From an optimization exercise on the open Yosys and OpenROAD flow, aimed at small area and a short achievable clock period; shortcuts taken in it are not production practice.
In this exercise RTL edits were held to simulation tests only and were not proved equivalent to the original.
No activity file was given, so power comes from the tool's default toggle rates.

## design.v

```verilog
module stub_stream_framer #(
    parameter int DEPTH = 64,
    parameter int AW    = 6
) (
    input  logic        clk,
    input  logic        reset,
    input  logic        new_event,
    input  logic [2:0]  BX,
    input  logic [47:0] in_dat,
    input  logic        in_valid,
    input  logic        in_none,
    output logic [47:0] out_dat,
    output logic        out_valid,
    input  logic        out_ready,
    output logic        out_last,
    output logic        busy,
    output logic [15:0] drop_cnt
);
    localparam int MD = DEPTH - 2;     
    logic         st_hold_reg;
    logic         st_open_reg;
    logic [1:0]   hold_reg;       
    logic         pend_reg;       
    logic [2:0]   cur_bx_reg;
    logic [11:0]  cnt_reg;
    logic         ovf_reg;
    logic [15:0]  drop_cnt_reg;
    logic         busy_reg;
    logic [AW:0]   count_reg;     
    logic [48:0]   mem [MD];
    logic [AW-1:0] wp_reg;
    logic [MD-1:0] rp_reg;        
    logic [48:0]   stage_reg;
    logic          stage_v_reg;
    logic          stage_v_nxt;
    logic          mem_we_reg;
    logic [48:0]   out_reg;
    logic          out_valid_reg;
    logic          wr_en;
    logic          wr_fire;
    logic          is_trl;
    logic          is_hdr;
    logic [47:0]   wr_word;
    logic          accept;
    logic          drop;
    logic          pop;
    logic          load_out;
    logic [AW-1:0] mcount_reg;    
    logic          m_nz_reg;      
    logic          m_full_reg;    
    logic          can_acc_reg;   
    logic          nfull_reg;     
    logic [AW-1:0] mcount_nxt;
    logic          inc, dec, minc, mdec;
    logic          can_acc_nxt, nfull_nxt, cnz_nxt, m_nz_nxt, m_full_nxt;
    logic          mem_we;
    logic          rp_inc;
    logic          nxt_valid;
    logic [AW:0]   count_nxt;
    logic          st_hold_nxt;
    logic          st_open_nxt;
    logic          h0, h2, forced;
    assign h0     = (hold_reg == 2'd0);
    assign h2     = (hold_reg == 2'd2);
    assign forced = new_event || pend_reg;     
    assign accept = st_open_reg && !forced && in_valid && can_acc_reg;
    assign drop   = st_open_reg && !forced && in_valid && !can_acc_reg;
    assign wr_en  = (st_hold_reg && (new_event || h0))
                 || (st_open_reg && (forced || (in_valid ? can_acc_reg : in_none)));
    assign is_trl  = new_event || (st_open_reg && (pend_reg || !in_valid));
    assign is_hdr  = st_hold_reg;
    assign wr_word = is_trl ? {8'h5A, cur_bx_reg, ovf_reg, 24'b0, cnt_reg}
                   : is_hdr ? {8'hA5, cur_bx_reg, 37'b0}
                   : in_dat;
    assign wr_fire = wr_en && nfull_reg;
    assign pop      = out_valid_reg && out_ready;
    assign load_out = pop || !out_valid_reg;
    assign nxt_valid = m_nz_reg || stage_v_reg;
    assign mem_we   = mem_we_reg;    
    assign rp_inc   = load_out && nxt_valid;
    assign stage_v_nxt = wr_fire || (stage_v_reg && m_full_reg);
    assign inc  = wr_fire && !pop;
    assign dec  = pop && !wr_fire;
    assign minc = mem_we && !rp_inc;
    assign mdec = rp_inc && !mem_we;
    always_comb begin
        count_nxt   = inc ? count_reg + (AW+1)'(1)
                    : dec ? count_reg - (AW+1)'(1) : count_reg;
        can_acc_nxt = inc ? (count_reg <= (AW+1)'(DEPTH - 4))
                    : dec ? (count_reg <= (AW+1)'(DEPTH - 2))
                    :       (count_reg <= (AW+1)'(DEPTH - 3));
        nfull_nxt   = inc ? (count_reg != (AW+1)'(DEPTH - 1))
                    : dec ? 1'b1
                    :       (count_reg != (AW+1)'(DEPTH));
        cnz_nxt     = inc ? 1'b1
                    : dec ? (count_reg != (AW+1)'(1))
                    :       (count_reg != '0);
        mcount_nxt  = minc ? mcount_reg + AW'(1)
                    : mdec ? mcount_reg - AW'(1) : mcount_reg;
        m_nz_nxt    = minc ? 1'b1
                    : mdec ? (mcount_reg != AW'(1))
                    :        (mcount_reg != '0);
        m_full_nxt  = minc ? (mcount_reg == AW'(MD - 1))
                    : mdec ? 1'b0
                    :        (mcount_reg == AW'(MD));
    end
    assign st_hold_nxt = new_event || (st_hold_reg && !h2);
    assign st_open_nxt = !new_event && ((st_hold_reg && h2)
                      || (st_open_reg && !pend_reg && !(in_none && !in_valid)));
    always_ff @(posedge clk) begin
        if (reset) begin
            st_hold_reg  <= 1'b0;
            st_open_reg  <= 1'b0;
            hold_reg     <= 2'd0;
            pend_reg     <= 1'b0;
            cur_bx_reg   <= 3'd0;
            cnt_reg      <= 12'd0;
            ovf_reg      <= 1'b0;
            drop_cnt_reg <= 16'd0;
            busy_reg     <= 1'b0;
        end else begin
            st_hold_reg <= st_hold_nxt;
            st_open_reg <= st_open_nxt;
            busy_reg    <= st_hold_nxt || st_open_nxt || cnz_nxt;
            if (drop && drop_cnt_reg != 16'hFFFF) begin
                drop_cnt_reg <= drop_cnt_reg + 16'd1;
            end
            if (new_event) begin
                hold_reg   <= 2'd0;
                pend_reg   <= 1'b0;
                cur_bx_reg <= BX;
                cnt_reg    <= 12'd0;
                ovf_reg    <= 1'b0;
            end else begin
                if (st_hold_reg && !h2) begin
                    hold_reg <= hold_reg + 2'd1;
                end
                if (st_open_reg) begin
                    if (pend_reg) begin
                        pend_reg <= 1'b0;
                    end else begin
                        if (accept && cnt_reg != 12'hFFF) begin
                            cnt_reg <= cnt_reg + 12'd1;
                        end
                        if (drop) begin
                            ovf_reg <= 1'b1;
                        end
                        if (in_none && in_valid) begin
                            pend_reg <= 1'b1;
                        end
                    end
                end
            end
        end
    end
    always_ff @(posedge clk) begin
        if (!(stage_v_reg && m_full_reg)) begin
            stage_reg <= {is_trl, wr_word};
        end
    end
    always_ff @(posedge clk) begin
        if (mem_we) begin
            mem[wp_reg] <= stage_reg;
        end
    end
    logic [48:0]   rd_word;
    always_comb begin
        rd_word = '0;
        for (int i = 0; i < MD; i++) rd_word = rd_word | (mem[i] & {49{rp_reg[i]}});
    end
    always_ff @(posedge clk) begin
        if (reset) begin
            out_reg <= '0;
        end else if (load_out) begin
            out_reg <= m_nz_reg ? rd_word : stage_reg;
        end
    end
    always_ff @(posedge clk) begin
        if (reset) begin
            wp_reg        <= '0;
            rp_reg        <= MD'(1);
            count_reg     <= '0;
            mcount_reg    <= '0;
            m_nz_reg      <= 1'b0;
            m_full_reg    <= 1'b0;
            can_acc_reg   <= 1'b1;
            nfull_reg     <= 1'b1;
            stage_v_reg   <= 1'b0;
            mem_we_reg    <= 1'b0;
            out_valid_reg <= 1'b0;
        end else begin
            count_reg   <= count_nxt;
            mcount_reg  <= mcount_nxt;
            m_nz_reg    <= m_nz_nxt;
            m_full_reg  <= m_full_nxt;
            can_acc_reg <= can_acc_nxt;
            nfull_reg   <= nfull_nxt;
            stage_v_reg <= stage_v_nxt;
            mem_we_reg  <= stage_v_nxt && !m_full_nxt;
            if (mem_we) begin
                wp_reg <= (wp_reg == AW'(MD - 1)) ? '0 : wp_reg + AW'(1);
            end
            if (rp_inc) begin
                rp_reg <= {rp_reg[MD-2:0], rp_reg[MD-1]};
            end
            if (load_out) begin
                out_valid_reg <= nxt_valid;
            end
        end
    end
    assign out_dat   = out_reg[47:0];
    assign out_last  = out_reg[48];
    assign out_valid = out_valid_reg;
    assign busy      = busy_reg;
    assign drop_cnt  = drop_cnt_reg;
endmodule
```

## constraint.sdc

```tcl
create_clock -name core_clock -period 4.2 [get_ports {clk}]
set_input_delay 0.8400 -clock core_clock [delete_from_list [all_inputs] [get_ports {clk}]]
set_output_delay 0.8400 -clock core_clock [all_outputs]
set_load 0.01 [all_outputs]
```

## run.sh

```bash
#!/bin/bash
# synth_recipe.tcl (not shown) runs the flow's synth.tcl, then flattens the netlist and writes it again
# the make line also repeats each setting of config.mk as NAME=value (left out here)
make -C /OpenROAD-flow-scripts/flow DESIGN_CONFIG=/design/flow/config.mk WORK_HOME=/design/flow/orfs CLKGATE_MAP_FILE= SYNTH_SCRIPT=/design/flow/synth_recipe.tcl finish
```

## config.mk

```make
export PLATFORM = sky130hd
export DESIGN_NAME = stub_stream_framer
export DESIGN_NICKNAME = stub_stream_framer
export VERILOG_FILES = /design/flow/design.v
export SDC_FILE = /design/flow/constraint.sdc
export NUM_CORES = 4
export LEC_CHECK = 0
export CAP_MARGIN = 20
export CORE_MARGIN = 2
export CORE_UTILIZATION = 55
export CTS_CLUSTER_DIAMETER = 70
export CTS_CLUSTER_SIZE = 25
export PLACE_DENSITY = 0.65
export SETUP_SLACK_MARGIN = 1.9
export SLEW_MARGIN = 20
export TNS_END_PERCENT = 5
```

==> notes.md, run 1 <==
maxcap violations 0; TritonCTS clock tree built; cells after synthesis between 6000 and 7000; grt met3 use 0.157; pre-CTS setup slack a little over 400 ps; outcome no timing/DRC/antenna violations; Yosys warning total 1; relative slew slack 0.159; largest area contributor in the netlist edfxtp_1; vias in the first global route 68589; Setup WS post-layout between 1000 and 1500 ps; Vias/cell ~8; worst skew pair latency just over 900 ps; startpoint types flop; synth cell count leaders edfxtp_1 (3087), a221oi_1 (525), a22o_1 (525); Sum Neg Setup Slack 0 ps; drt total wl approximately 500 mm; Syn Area/Cell approximately 18 um2; worst r2r dst out_reg[13]; global routing met1 resource utilization 0.580; Area Overhead vs Synth 12.8%; ys flop type edfxtp_1; share of post-route cells with drive strength above 1 0.133; M2 GR Usage 0.613; worst-path maximum fanout 31; fin util 0.623; first-pass GRT wire length 620 mm; fmax between 0.3 and 0.4 GHz; syn nets 6412; FP Rows 169; total vias in the final route 78275; worst setup path end out_reg[13]; number of CTS-inserted buffers 158; Core Footprint 212000 um2; Worst Setup SP rp_reg[35]; final worst-path cycle share 0.676; Post-synth EDFFs a little over 3000; Setup CP Type flop to flop; hpwl dp around 250 mm; H-tree depth 4; GRT busiest layer met2; TritonRoute pass-1 iters 8; DRC viols 0; Ports about 120; Die Y around 460 um; Worst-Margin Slew 1260 ps; die area approximately 220000 um2; Tot GR Track Use 0.433; initial antenna violation count 30; chip width 465 um; # clock sinks 3262; hold crit path type flop to flop; Final #Nets about 6800; largest net degree at the start of global routing slightly below 80; max reg flops 3038; reg2reg path depth 7; Seq/Total Area, Yosys 0.823; Reg clk slew, reported paths about 100 ps; Layout Skew 46.9 ps; area of the multi-input gates between 15000 and 20000 um2; post-route ant nets 0; reg2reg setup slack around 1400 ps; most common cell in the netlist edfxtp_1; CP Capture Type flop; Initial Util 0.552; Clock Path Buffers 3; Worst R2R Start rp_reg[35]; PD cells 443 nW/um2; Yosys reg bits 3262; worst vdd ir between 0.5 and 0.6 mV; synthesized area approximately 120000 um2; DR WL/cell 51.3 um; Yosys cell types 59; final hold viol count 0; Layout fillers 14648; RSZ-0062 raised after global routing yes; CTS root buffer clkbuf_16; Slew Limit Fails 0; final setup fails 0; Post-CTS Hold Buffers 0; ys async rst share 0; Storage cell area 96500 um2; Port Buf Inserts about 120; top cell type's share of synthesized area 0.793; global route total overflow 0; routability cong. 0.871; static leakage 40.9 nW; Final min period between 2000 and 3000 ps; Worst Path Arrival 3600 ps; Initial DRC Count approximately 19000; WP data required around 5000 ps; top post-synthesis cells by area edfxtp_1 (79%), a221oi_1 (3.9%), a22o_1 (3.9%)
logic make-up (layout without fill, tap and decap cells):
kind of cell               Yosys count  count (layout)  share of synthesized area
and+or+nand+nor                    860             860                     0.0385
xor gates and xnor gates            33              33                    0.00247
muxes                               12              12                    0.00111
AOI/OAI and AO/OA                 1723            1723                      0.119
DFF                               3262            3262                      0.823
buffers and inverters              427             904                     0.0143
adders and majority gates           19              19                    0.00203
other                                0              56                          0
cell type report:
cell class / count / share of cell area
flip-flops and latches: 3262 / 0.732
repair buffers: 597 / 0.0520
diodes: 56 / 0.00106
clock inverters: 48 / 0.00438
inverters: 21 / 0.000598
clock buffers: 238 / 0.0333
multi-input cells: 2647 / 0.150
well taps: 2821 / 0.0268
how the worst min path moves through the flow:
stage                             end   startpoint  cells past startpoint
after floorplan               ovf_reg      ovf_reg                      2
after global placement     out_reg[2]   out_reg[2]                      2
after detailed placement  out_reg[44]  out_reg[44]                      2
after CTS                 out_reg[12]  out_reg[12]                      2
after global routing      out_reg[43]  out_reg[43]                      2
final                     out_reg[43]  out_reg[43]                      2
placed cells by master, fill, tap and decap left out, drive strengths merged, types with 7 or more instances in the layout:
cell type	synthesis	layout
a21boi	29	29
a21oi	82	82
a221oi	525	525
a222oi	49	49
a22o	525	525
a22oi	371	371
and2	26	26
and4	32	32
buf	119	478
clkbuf	287	240
clkdlybuf4s50	0	82
clkinv	1	22
dfxtp	175	175
diode	0	56
dlymetal6s2s	0	34
edfxtp	3087	3087
ha	19	19
inv	20	39
mux2	8	8
nand2	246	246
nand2b	16	16
nand3	45	45
nand4	226	226
nor2	139	139
nor2b	7	7
nor3	20	20
nor4	54	54
o21ai	126	126
or3	19	19
or4	9	9
xnor2	25	25
xor2	8	8
layer usage:
layer,up-vias,wire (um)
li1,27355,-
met1,38943,153000
met2,9704,203000
met3,2249,99800
met4,24,41900
met5,-,552
repair_timing:
item                                     CTS  global route
gates resized for setup                   50           111
setup buffers                             29            93
cloned                                     0             2
pin swaps                                 11            11
endpoints found under the setup margin  2986          2700
power by group:
group	internal (W)	switching, W	leakage (nW)	total (W)
registers	0.0358	0.000616	29.4	0.0365
clock network	0.00774	0.0105	2.38	0.0182
logic	0.00125	0.00250	9.18	0.00376
critical path: stages, from the launching register on:
cell and delay (ps):
dfxtp_4 720, buf_4 480, a22o_1 270, a221oi_1 300, nand4_1 160, nor4_1 390, buf_4 220, o21ai_0 70
through the flow:
stage | hold slack, ps | instance area (um2) | std cells | total power [W]
after CTS | 459 | 130000 | 9535 | 0.0579
after floorplan | 437 | 117000 | 6336 | 0.0386
final | 458 | 132000 | 9690 | 0.0584
after global routing | 479 | 132000 | 9642 | 0.0593
after detailed placement | 445 | 125000 | 9220 | 0.0406
after global placement | 437 | 125000 | 9220 | 0.0406
==> run 2: changes to the inputs <==
==> flow/run.sh (new file) <==
#!/bin/bash
set -euo pipefail
export BUFFER_PORTS_ARGS="-buffer_cell sky130_fd_sc_hd__buf_2"
export CTS_ARGS="-sink_clustering_enable -repair_clock_nets -dont_use_dummy_load -sink_clustering_size 25 -sink_clustering_max_diameter 70"
bash standard.sh > standard.log 2>&1
==> standard.sh (new file) <==
#!/bin/bash
# synth_recipe.tcl (not shown) runs the flow's synth.tcl, then flattens the netlist and writes it again
# the make line also repeats each setting of config.mk as NAME=value (left out here)
make -C /OpenROAD-flow-scripts/flow DESIGN_CONFIG=/design/flow/config.mk WORK_HOME=/design/flow/orfs CLKGATE_MAP_FILE= SYNTH_SCRIPT=/design/flow/synth_recipe.tcl "${@:-finish}"
--- a/config.mk
+++ b/config.mk
@@ -11,6 +11,5 @@
 export CTS_CLUSTER_DIAMETER = 70
 export CTS_CLUSTER_SIZE = 25
 export PLACE_DENSITY = 0.65
-export SETUP_SLACK_MARGIN = 1.9
+export SETUP_SLACK_MARGIN = 1.85
 export SLEW_MARGIN = 20
-export TNS_END_PERCENT = 5
removed: run.sh
==> run 2 against run 1 <==
  * Still clean on timing, DRC and antenna
  * Clock skew is 44 ps higher
  * Synthesized area did not move
  * Power decreased by 2.1%
  * Critical path depth stayed put
  * Setup slack better by 340 ps
  * Via count grew 2.0%
  * Cell area is 0.30% higher
  * Routed wire length up 3.4%
  * Combinational power grew 14%
  * Clock power fell by 8%
  * Synthesized cell count unchanged
  * Critical path type unchanged
  * Critical endpoint is now out_reg[48]
==> notes.md, run 2 <==
Yosys cell types 59 (unchanged); worst vdd ir 0.512 mV (-2.8%); cell area after placement 124000 um2 (-0.60%); static leakage 41.0 nW (+0.27%); WP data required 5000 ps (+30 ps); simple-gate portion of the synthesized area 0.0385 (unchanged); hold crit path type input pin to flop; Port Buf Inserts 123 (unchanged); largest family of logic cells by synthesized area compound AO/OA/AOI/OAI gates; drt total wl 514 mm (+3.4%); synthesized area 117000 um2 (unchanged); # clock sinks 3262 (unchanged); Yosys warning total 1 (unchanged); maxcap violations 0 (unchanged); Layout Skew 91.1 ps (+44.3 ps); Reg clk slew, reported paths 90 ps (about the same); Setup CP Type flop to flop; Syn Area/Cell 18.4 um2 (unchanged); relative slew slack 0.248 (+0.0885); number of CTS-inserted buffers 161 (+1.9%); TritonRoute pass-1 iters 10 (+2); Layout Cells excl Fill 9725 (+0.36%); Layout fillers 14558 (-0.61%); synth cell count leaders edfxtp_1 (3087), a221oi_1 (525), a22o_1 (525); post-route ant nets 0 (unchanged); Initial Util 0.552 (unchanged); Final min period 2490 ps (-343 ps); placed cells 9226 (+0.065%); Synth Area in Adders 0.00203 (unchanged); Post-synth EDFFs 3087 (unchanged); hpwl dp 251 mm (+2.0%); cells after synthesis 6336 (unchanged); Area Overhead vs Synth 13.1%; Worst-Margin Slew 1130 ps (-133 ps); H-tree depth 4 (unchanged); fmax 0.401 GHz (+14%); Ports 124 (unchanged); CP Capture Type flop; Slew Limit Fails 0 (unchanged); die area 216000 um2 (unchanged); ys flop type edfxtp_1; Yosys reg bits 3262 (unchanged); Compound-Gate Fraction of Synth Area 0.119 (unchanged); largest area contributor in the netlist edfxtp_1; final worst-path cycle share 0.594 (-0.0816); vias in the first global route 69090 (+0.73%); Post-Synth XOR/XNOR Area 0.00247 (unchanged); Seq/Total Area, Yosys 0.823 (unchanged); share of post-route cells with drive strength above 1 0.169 (+0.0358); FP Rows 169 (unchanged); pre-CTS setup slack 951 ps (+548 ps); syn nets 6412 (unchanged); CTS root buffer clkbuf_16; Initial DRC Count 20619 (+9.3%); Sum Neg Setup Slack 0 ps (unchanged); Setup WS post-layout 1710 ps (+343 ps); top cell type's share of synthesized area 0.793 (unchanged); Worst Path Arrival 3300 ps (-300 ps); Final #Nets 6911 (+2.2%); global route total overflow 0 (unchanged); post-route cell area 132000 um2 (+0.30%); chip width 465 um (unchanged); final setup fails 0 (unchanged); largest net degree at the start of global routing 83 (+6.4%); top post-synthesis cells by area edfxtp_1 (79%), a221oi_1 (3.9%), a22o_1 (3.9%); most common cell in the netlist edfxtp_1; commonest cells after routing, fill and taps aside edfxtp_1 (3087), a22o_1 (525), a221oi_1 (508), buf_4 (381), a22oi_1 (367); final hold viol count 0 (unchanged); Vias/cell 8.21 (+1.6%); most common cell after layout, fill and taps aside edfxtp_1; DR WL/cell 52.9 um (+3.0%); RSZ-0062 raised after global routing yes; worst-path maximum fanout 18 (-42%); max reg flops 3038 (unchanged); first-pass GRT wire length 654 mm (+5.6%); outcome no timing/DRC/antenna violations; startpoint types flop; Core Footprint 212000 um2 (unchanged); ys async rst share 0 (unchanged); TritonCTS clock tree built; routability cong. 0.898 (+3.1%); initial antenna violation count 47 (+57%); total vias in the final route 79815 (+2.0%); Clock Path Buffers 3 (unchanged); PD cells 433 nW/um2 (-2.4%); DRC viols 0 (unchanged); Die Y 465 um (unchanged); Tot GR Track Use 0.463 (+0.0303); multiplexer share of the synthesized area 0.00111 (unchanged); worst skew pair latency 910 ps (about the same)
## run 2: worst paths after layout
kind                         to  cells after the start        start  slack [ps]
setup / recovery    out_reg[48]                      7   rp_reg[13]        1710
hold reg to reg     out_reg[12]                      2  out_reg[12]         450
hold / removal    stage_reg[34]                      2   in_dat[34]         220
setup reg to reg    out_reg[48]                      7   rp_reg[13]        1710
## run 2: through the flow
stage	hold slack (ps)	power [W]	utilization
CTS	200	0.0566	0.617
global placement	435	0.0405	0.585
global route	213	0.0580	0.624
finish	220	0.0572	0.625
detailed placement	442	0.0405	0.585
floorplan	437	0.0386	-
## run 2: critical path, cell delays in order, from the launching register on
cell and delay [ps]:
dfxtp_4 600, buf_4 350, a22o_1 230, a221oi_1 230
nand4_1 390, nor4_2 280, buf_4 240, o21ai_0 90
## run 2: metal layers
metal,track usage,vias up,share of wire
met3,0.216,2458,0.21
met4,0.322,46,0.092
met1,0.593,39498,0.30
li1,-,27539,-
met5,0,-,0.00094
met2,0.625,10274,0.40
## run 2: cell families (layout without fill, tap and decap cells)
kind of cell	after synthesis	count (layout)
AOI/OAI and AO/OA	1723	1723
buffers and inverters	427	924
DFF	3262	3262
muxes	12	12
adders and majority gates	19	19
other	0	71
xor gates and xnor gates	33	33
and+or+nand+nor	860	860
## run 2: report_power, final
part	internal (W)	switching [W]	total [W]	leakage [nW]
clock	0.00685	0.00982	0.0167	1.98
combinational	0.00129	0.00297	0.00427	9.70
sequential	0.0358	0.000449	0.0363	29.4
total	0.0440	0.0132	0.0572	41.0
## run 2: area by class of cell
type	instances	area (um2)	area share
antenna	71	178	0.00134
clock buffer	161	4030	0.0305
inverter	21	78.8	0.000596
multi-input combinational	2647	20100	0.152
sequential	3262	96500	0.730
tap	2821	3530	0.0267
timing repair buffer	742	7830	0.0592
## run 2: repair_timing
action | in CTS | in global routing
pin swaps | 27 | 25
hold buffers | 0 | 0
endpoints found under the setup margin | 2635 | 940
buffers inserted | 163 | 99
resized for setup | 142 | 81
cloned | 1 | 2
==> run 3: changes to the inputs <==
==> flow/run.sh (replaced) <==
#!/bin/bash
set -euo pipefail
export BUFFER_PORTS_ARGS="-buffer_cell sky130_fd_sc_hd__buf_2"
export CTS_ARGS="-sink_clustering_enable -repair_clock_nets -dont_use_dummy_load -sink_clustering_size 30 -sink_clustering_max_diameter 80"
bash standard.sh > standard.log 2>&1
--- a/config.mk
+++ b/config.mk
@@ -8,8 +8,8 @@
 export CAP_MARGIN = 20
 export CORE_MARGIN = 2
 export CORE_UTILIZATION = 55
-export CTS_CLUSTER_DIAMETER = 70
-export CTS_CLUSTER_SIZE = 25
+export CTS_CLUSTER_DIAMETER = 80
+export CTS_CLUSTER_SIZE = 30
 export PLACE_DENSITY = 0.65
 export SETUP_SLACK_MARGIN = 1.85
 export SLEW_MARGIN = 20
==> run 3 against run 2 <==
  * Power decreased by 2.1%
  * Sequential share of layout area increased by 0.062 points
  * Combinational power increased by 1%
  * Sequential power about the same
  * Setup slack got worse by 85 ps
  * Synthesized area unchanged
  * Non-clock buffer count increased by 11
  * Via count decreased by 0.24%
  * Clock-buffer cell count decreased by 26
  * Largest cell class unchanged
  * Largest power group unchanged
==> notes.md, run 3 <==
outcome no timing/DRC/antenna violations; first-pass GRT wire length 657 mm (+0.38%); syn nets 6412 (unchanged); Clock Path Buffers 3 (unchanged); ys async rst share 0 (unchanged); DRT met1 WL 157 mm (+1.2%); die area 216000 um2 (unchanged); Initial Util 0.552 (unchanged); Yosys warning total 1 (unchanged); post-route ant nets 0 (unchanged); RSZ-0062 raised after global routing yes; maxcap violations 0 (unchanged); area of the multi-input gates 20200 um2 (+0.49%); Core Footprint 212000 um2 (unchanged); Storage cell area 96500 um2 (about the same); Vias/cell 8.21 (about the same); Yosys cell types 59 (unchanged); chip width 465 um (unchanged); hold crit path type input pin to flop; hpwl dp 251 mm (unchanged); Met3 Wirelength 105 mm (-0.89%); WP data required 4950 ps (-50 ps); largest area contributor in the netlist edfxtp_1; number of CTS-inserted buffers 135 (-16%); metal2 WL 205 mm (about the same); H-tree depth 4 (unchanged); Layout fillers 14565 (+0.048%); CTS root buffer clkbuf_16; # clock sinks 3262 (unchanged); Area Overhead vs Synth 13.0% (about the same); max reg flops 3038 (unchanged); Syn Area/Cell 18.4 um2 (unchanged); worst skew pair latency 880 ps (-30 ps); Reg clk slew, reported paths 110 ps (+20 ps); Yosys reg bits 3262 (unchanged); Post-synth EDFFs 3087 (unchanged); DR WL/cell 53.2 um (+0.57%); Die Y 465 um (unchanged); cells after synthesis 6336 (unchanged); Final min period 2580 ps (+85.4 ps); share of post-route cells with drive strength above 1 0.169 (about the same); top post-synthesis cells by area edfxtp_1 (79%), a221oi_1 (3.9%), a22o_1 (3.9%); final setup fails 0 (unchanged); worst-path maximum fanout 20 (+2); fmax 0.388 GHz (-3.3%); pre-CTS setup slack 951 ps (unchanged); final hold viol count 0 (unchanged); fin util 0.624 (about the same); top cell type's share of synthesized area 0.793 (unchanged); drt total wl 516 mm (+0.32%); ys flop type edfxtp_1; static leakage 40.9 nW (-0.29%); TritonRoute pass-1 iters 11 (+1); synthesized area 117000 um2 (unchanged); Worst Path Arrival 3330 ps (+30 ps); PD cells 424 nW/um2 (-2.0%); relative slew slack 0.242 (-0.00580); Setup CP Type flop to flop; Slew Limit Fails 0 (unchanged); DRC viols 0 (unchanged); final worst-path cycle share 0.614 (+0.0203); FP Rows 169 (unchanged); worst vdd ir 0.516 mV (+0.72%); TritonCTS clock tree built; synth cell count leaders edfxtp_1 (3087), a221oi_1 (525), a22o_1 (525); largest net degree at the start of global routing 83 (unchanged); Sum Neg Setup Slack 0 ps (unchanged); most common cell in the netlist edfxtp_1; Port Buf Inserts 123 (unchanged); Worst-Margin Slew 1140 ps (+8.70 ps); Tot GR Track Use 0.465 (+0.00218); Seq/Total Area, Yosys 0.823 (unchanged); Ports 124 (unchanged); initial antenna violation count 53 (+13%); vias in the first global route 68959 (-0.19%); routability cong. 0.898 (unchanged); most common cell after layout, fill and taps aside edfxtp_1; Initial DRC Count 19908 (-3.4%); commonest cells after routing, fill and taps aside edfxtp_1 (3087), a22o_1 (525), a221oi_1 (496), a22oi_1 (370), buf_4 (369); CP Capture Type flop; total vias in the final route 79627 (-0.24%); Final #Nets 6896 (-0.22%); Setup WS post-layout 1620 ps (-85.4 ps); Layout Skew 119 ps (+27.6 ps); DR top layer met5; startpoint types flop; global route total overflow 0 (unchanged)
run 3: layer usage:
layer  vias up  track usage
met4        64        0.319
met3      2449        0.223
met1     39502        0.594
met5         -      0.00417
li1      27498            -
met2     10114        0.628
run 3: repair_timing:
action | in CTS | in global routing
hold buffers | 0 | 0
setup buffers | 186 | 83
setup endpoints to repair | 2724 | 734
gates resized for setup | 154 | 102
cloned | 4 | 3
pin swaps | 32 | 36
run 3: through the flow:
stage          hold slack, ps  cells  instance area [um2]  total power [W]
6_report                  231   9701               132000           0.0560
4_1_cts                   206   9551               130000           0.0553
5_1_grt                   230   9651               132000           0.0568
3_3_place_gp              435   9222               124000           0.0405
3_5_place_dp              442   9226               124000           0.0405
2_1_floorplan             437   6336               117000           0.0386
run 3: final timing paths:
kind | start | to | slack, ps | cells after the start
max | rp_reg[21] | out_reg[0] | 1620 | 5
min | in_dat[33] | stage_reg[33] | 230 | 2
max reg2reg | rp_reg[21] | out_reg[0] | 1620 | 5
min reg2reg | out_reg[12] | out_reg[12] | 460 | 2
run 3: logic make-up after synthesis:
family,after synthesis,synth area share
and+or+nand+nor,860,0.0385
AOI/OAI and AO/OA,1723,0.119
buffers and inverters,427,0.0143
muxes,12,0.00111
adders and majority gates,19,0.00203
xor gates and xnor gates,33,0.00247
DFF,3262,0.823
run 3: area by class of cell:
type | count | area share
flip-flops and latches | 3262 | 0.730
repair buffers | 753 | 0.0628
clock buffers | 135 | 0.0256
inverters | 21 | 0.000597
multi-input cells | 2647 | 0.153
diodes | 62 | 0.00117
well taps | 2821 | 0.0267
run 3: power by group:
group	switching, W	leakage, nW	internal (W)
combinational	0.00302	9.90	0.00130
sequential	0.000454	29.4	0.0358
clock	0.00957	1.66	0.00581
total	0.0130	40.9	0.0430
run 3: worst max-delay path: stages, from the launching register on:
cell	delay [ps]
dfxtp_4	520
a22o_1	290
a221oi_1	260
nand4_1	500
nor4_4	680
o21ai_0	140

afterwards: timing with drivers on the ports:
No port has a modelled driver above. Below, the same layouts with a new extraction and two added sets of constraints. Step 1: set_driving_cell puts a clkbuf_16 on clk and a buf_2 on each other input, an assumption about the parent block. Step 2 adds t to the input delays and takes it off the output delays; t is the mean of the earliest and latest rising clock arrival at the registers after step 1. Input paths then give back, and output paths get back, about the clock's delay inside the block. Slacks: no drivers / after step 1 / after step 2; pairs: no drivers / after step 1.
run	t (ns)	slack for setup (ns)	latest minus earliest clock arrival (ns)	worst data-port slew with drivers (ns)
run 1	0.982	1.362 / 1.362 / 0.818	0.050 / 0.051	0.08
run 2	0.966	1.705 / 1.670 / 1.270	0.102 / 0.102	0.08
run 3	0.934	1.620 / 1.620 / 1.280	0.141 / 0.141	0.08
After both steps every run listed still meets setup and hold. The setup slack of run 1, which loses most, moves by 0.000 ns with the drivers and by -0.544 ns with both steps.
